This is an optimization exercise on Yosys and OpenROAD, whose aim is small area, a short achievable clock period and few clock cycles per item, not a production implementation.

==> flow/design.v <==
module goldschmidt_ctrl #(
    parameter int ITERS = 5
) (
    input  logic        clk,
    input  logic        rst_n,
    input  logic        start,
    input  logic [15:0] n,
    input  logic [15:0] d,
    output logic        busy,
    output logic        done,
    output logic [15:0] q,
    output logic        dbz
);
    logic [15:0] dr;
    logic [15:0] rr;
    logic [15:0] qr;
    logic [2:0] cnt;
    logic        satr;
    logic        sat;
    logic [2:0] cnt0;
    logic [31:0] ld;
    logic [8:0] st;
    assign st  = {1'b0, n[15:8]} - {1'b0, d[7:0]};
    assign sat = ~st[8] & ~|d[15:8];
    always_comb begin
        ld   = 32'(n) << 8;
        cnt0 = 3'd7;
        if ((|d[15:12])) begin
            ld   = 32'(n) << 12;
            cnt0 = 3'd5;
        end
        if ((|d[15:14]) || (d[13] && !n[15])) begin
            ld   = 32'(n) << 14;
            cnt0 = 3'd4;
        end
        if ((d[15] && !n[15]) || (d[14] && n[15:14] == 2'b00)) begin
            ld   = 32'(n) << 16;
            cnt0 = 3'd3;
        end
    end
    logic [17:0] wv;
    logic [18:0] t1, t2, t3;
    logic        s1, s2, s3;
    logic [15:0] rn;
    logic [1:0]  qd;
    assign wv = {rr, qr[15:14]};
    assign t1 = {1'b0, wv} - {3'b0, dr};
    assign t2 = {1'b0, wv} - {2'b0, dr, 1'b0};
    assign t3 = {1'b0, wv} - ({3'b0, dr} + {2'b0, dr, 1'b0});
    assign s1 = ~t1[18];
    assign s2 = ~t2[18];
    assign s3 = ~t3[18];
    assign qd = {s2, s3 | (s1 & ~s2)};
    always_comb begin
        if (s3)      rn = t3[15:0];
        else if (s2) rn = t2[15:0];
        else if (s1) rn = t1[15:0];
        else         rn = wv[15:0];
    end
    assign q = qr | {16{satr}};
    always_ff @(posedge clk) begin
        if (!rst_n) begin
            busy <= 1'b0;
            done <= 1'b0;
        end else begin
            done <= 1'b0;
            if (!busy) begin
                if (start) begin
                    if (sat) done <= 1'b1;
                    else     busy <= 1'b1;
                end
            end else if (cnt == '0) begin
                busy <= 1'b0;
                done <= 1'b1;
            end
        end
    end
    always_ff @(posedge clk) begin
        if (!busy) begin
            dr   <= d;
            rr   <= ld[31:16];
            qr   <= ld[15:0];
            cnt  <= cnt0;
            satr <= sat;
            dbz  <= (d == 16'd0);
        end else begin
            rr   <= rn;
            qr   <= {qr[13:0], qd};
            cnt  <= cnt - 1'b1;
            satr <= 1'b0;
            dbz  <= 1'b0;
        end
    end
endmodule
clock: 11.5 ns
lec_check: 0
cap_margin: 20
core_margin: 2
core_utilization: 65
slew_margin: 20
buffer_ports_args: -buffer_cell sky130_fd_sc_hd__buf_1
setup_slack_margin: 8.1
standard.sh (not shown) runs the stock make flow with config.mk's settings and CLKGATE_MAP_FILE= SYNTH_SCRIPT=/design/flow/synth_recipe.tcl, a recipe that flattens the netlist after the stock synthesis.
==> flow/flow/run.sh <==
#!/bin/bash
set -euo pipefail
echo 'export BUFFER_PORTS_ARGS = -buffer_cell sky130_fd_sc_hd__buf_1' >> "$FLOW_CONFIG"
echo 'export SETUP_SLACK_MARGIN = 8.1' >> "$FLOW_CONFIG"
bash standard.sh > standard.log 2>&1
==> next run, changes <==
--- a/flow/design.v
+++ b/flow/design.v
@@ -22,6 +22,14 @@
     logic [8:0] st;
     assign st  = {1'b0, n[15:8]} - {1'b0, d[7:0]};
     assign sat = ~st[8] & ~|d[15:8];
+    logic [15:0] nz;
+    logic        nbelow;
+    always_comb begin
+        nz[15] = ~n[15];
+        for (int i = 14; i >= 0; i--) nz[i] = nz[i+1] & ~n[i];
+        nbelow = 1'b0;
+        for (int i = 0; i < 16; i++) nbelow = nbelow | (d[i] & nz[i]);
+    end
     always_comb begin
         ld   = 32'(n) << 8;
         cnt0 = 3'd7;
@@ -29,11 +37,11 @@
             ld   = 32'(n) << 12;
             cnt0 = 3'd5;
         end
-        if ((|d[15:14]) || (d[13] && !n[15])) begin
+        if ((|d[15:14])) begin
             ld   = 32'(n) << 14;
             cnt0 = 3'd4;
         end
-        if ((d[15] && !n[15]) || (d[14] && n[15:14] == 2'b00)) begin
+        if (nbelow) begin
             ld   = 32'(n) << 16;
             cnt0 = 3'd3;
         end
After rerunning: Wire length climbs by 22%; worst setup slack gets worse by 460 ps; synthesized cell count climbs by 0.63%; cell count climbs by 0.87%; critical path depth drops by 1; flip-flop and latch count is unchanged; non-clock buffer count climbs by 6; via count climbs by 10%; register-to-register slack gets worse by 230 ps; die area climbs by 2.8%; utilization climbs by 4.2 points; design area climbs by 7.1%; count of clock-buffer cells in the layout stays the same; clock skew climbs by 4.4 ps.
Function was not checked in any run of this note: the RTL went through the layout flow alone.

## separate check: timing with driven ports
Ports are ideal in the flow. The routed layouts listed here were re-timed in OpenROAD.
Step 1: set_driving_cell puts a clkbuf_16 on clk and a buf_2 on each other input, an assumption about the parent block.
Step 2, shift: input delay + t, output delay - t, t = (earliest + latest rising clock arrival at the registers) / 2. This alone moves slack from input paths to output paths.
a / b / c = no drivers / after step 1 / after step 2; a / b = the first two.
run	t, ns	setup slack, ns	worst hold slack (ns)	slew at the worst register clock pin (ns)	worst slew at a driven data input, ns
the first run	0.340	7.991 / 7.953 / 7.613	0.463 / 0.463 / 0.463	0.11 / 0.11	0.07
the second run	0.351	7.528 / 7.539 / 7.187	0.448 / 0.448 / 0.448	0.12 / 0.12	0.07
After both steps every run listed still meets setup and hold. For the first run, which loses most, drivers alone change the setup slack by -0.038 ns; drivers and shift together by -0.378 ns.
